Source: an optimization exercise on an open RTL-to-GDS flow (aim: a short achievable clock period). Production flows keep margins and buffers that such runs may drop. The RTL was checked by simulation tests, not by an equivalence proof against the original design. The clock port is modelled as an ideal driver; clocking choices that lean on that would not hold on a real chip. Power is estimated from default activity; no workload was simulated.

// branch_predictor
module branch_predictor #(
  parameter int ENTRIES = 16,
  parameter int INDEX_W = 4
) (
  input  logic        clk_i,
  input  logic        rst_i,
  input  logic [31:0] fetch_pc_i,
  output logic [31:0] next_pc_o,
  output logic        pred_taken_o,
  output logic [31:0] pred_target_o,
  input  logic        mem_stall_i,
  input  logic        upd_valid_i,
  input  logic [31:0] upd_pc_i,
  input  logic        upd_taken_i,
  input  logic [31:0] upd_target_i,
  input  logic        upd_pred_taken_i,
  input  logic [31:0] upd_pred_target_i,
  output logic        mispredict_o,
  output logic [31:0] redirect_pc_o,
  output logic [31:0] branch_cnt_o,
  output logic [31:0] mispred_cnt_o
);
export LEC_CHECK = 0
export ABC_CLOCK_PERIOD_IN_PS = 4000
export CAP_MARGIN = 20
export CORE_MARGIN = 2
export CORE_UTILIZATION = 40
export GPL_ROUTABILITY_DRIVEN = 0
export SETUP_SLACK_MARGIN = 2.5
export SLEW_MARGIN = 20
export SYNTH_HIERARCHICAL = 1
create_clock -name core_clock -period 7.0 [get_ports {clk_i}]
standard.sh (not shown) runs the stock make flow with config.mk's settings and CLKGATE_MAP_FILE= SYNTH_SCRIPT=/design/flow/synth_recipe.tcl, a recipe that flattens the netlist after the stock synthesis.
==> flow/flow/run.sh <==
#!/bin/bash
# Standard layout with two changes: the delay cells (clkdlybuf4s*, dlygate*,
# dlymetal*, dlybuf*), buf_1, bufbuf_* and clkinvlp_* are kept out of port
# buffering and timing repair (flow/dont_use.tcl, sourced through ORFS's
# PRE_<step>_TCL hooks), and flow/io.tcl sets pin regions before pin
# placement. Synthesis is the standard one, run unchanged first. Each tool's
# output goes to a log here.
set -euo pipefail
H="$PWD/flow/dont_use.tcl"
bash standard.sh synth > synth.log 2>&1
bash standard.sh \
  PRE_FLOORPLAN_TCL="$H" PRE_GLOBAL_PLACE_TCL="$H" PRE_RESIZE_TCL="$H" \
  PRE_DETAIL_PLACE_TCL="$H" PRE_CTS_TCL="$H" PRE_GLOBAL_ROUTE_TCL="$H" \
  PRE_DETAIL_ROUTE_TCL="$H" PRE_FILLCELL_TCL="$H" \
  PRE_IO_PLACEMENT_TCL="$PWD/flow/io.tcl" \
  finish > layout.log 2>&1
==> flow/flow/dont_use.tcl <==
# Keep delay cells, the weakest buffers and low-power clock inverters out of
# port buffering and timing repair.
set_dont_use [get_lib_cells {sky130_fd_sc_hd__clkdlybuf4s* sky130_fd_sc_hd__dlygate* sky130_fd_sc_hd__dlymetal* sky130_fd_sc_hd__dlybuf* sky130_fd_sc_hd__buf_1 sky130_fd_sc_hd__clkinvlp_* sky130_fd_sc_hd__bufbuf_*}]
==> flow/flow/io.tcl <==
# Pin regions: the fetch lookup's ports in one corner of the die, the
# resolve/update ports along the opposite edges.
set die [ord::get_die_area]
set w [lindex $die 2]
set h [lindex $die 3]
set hw [expr {int($w / 2)}]
set hh [expr {int($h / 2)}]
proc bp_ports {pats} {
  set names {}
  foreach p $pats {
    foreach port [get_ports $p] { lappend names [get_full_name $port] }
  }
  return $names
}
set_io_pin_constraint -pin_names [bp_ports {fetch_pc_i[*] pred_taken_o}] -region left:0-$hh
set_io_pin_constraint -pin_names [bp_ports {next_pc_o[*] pred_target_o[*]}] -region bottom:0-$hw
set_io_pin_constraint -pin_names [bp_ports {upd_pc_i[*] upd_target_i[*] upd_taken_i redirect_pc_o[*]}] -region right:*
set_io_pin_constraint -pin_names [bp_ports {upd_pred_target_i[*] upd_pred_taken_i upd_valid_i mem_stall_i mispredict_o}] -region top:*
The baseline passed the timing, design-rule and antenna checks.
Rerun with:
Settings changed: GPL_ROUTABILITY_DRIVEN 0 to not set.
Outcome:
- register-to-register slack is worse by 0.08 ns
- sequential share of layout area shrinks by 0.44 points
- design area grows by 0.93%
- power grows by 1.2%
- worst setup slack is better by 0.075 ns
- via count is about the same
- cell count grows by 0.65%
Rerun with:
Settings changed: SETUP_SLACK_MARGIN 2.5 to 2.2.
Effect:
- clock-buffer cell count rises by 16
- non-clock buffer count shrinks by 139
- global-route usage shrinks by 1.1 points
- clock skew stays flat
- wire length went down by 3.4%
- cell count goes down by 1.9%
- critical path depth stays the same
Rerun with:
Settings changed: SETUP_SLACK_MARGIN 2.2 to 2.5, TNS_END_PERCENT set to 10.
- area after synthesis does not change
- global-route usage went up by 0.53 points
- via count rose by about 0.8%
- clock skew is higher by 0.052 ns
- wire length increases by about 1.2%
- sequential share of layout area came out lower by 0.23 points
- critical path depth went down by 4
- synthesized cell count does not change

-- static timing again, ports no longer ideal --
How much do the figures lean on ideal ports? The routed layouts below were timed once more, with nothing changed but the port constraints.
Step 1 sets driving cells, clkbuf_16 on the clock port and buf_2 on the other inputs (assumed; they add their load-dependent delay and slew).
Step 2 times the ports against the registers' clock, not the clock port: input delays grow and output delays shrink by t, the midpoint of the rising clock arrivals with the driver on.
a / b / c = ideal / step 1 / step 2; a / b = the first two.
run	t, ns	setup slack, ns	pins driven straight from the clock port
the first run	0.809	2.200 / 1.996 / 1.560	1
the second run	0.817	2.276 / 2.101 / 1.885	1
the third run	0.819	2.137 / 2.049 / 1.635	1
the fourth run	0.813	2.212 / 2.006 / 1.553	1
After both steps setup and hold are still met in every run listed. For the fourth run, which loses most, drivers alone change the setup slack by -0.206 ns; drivers and shift together by -0.659 ns.
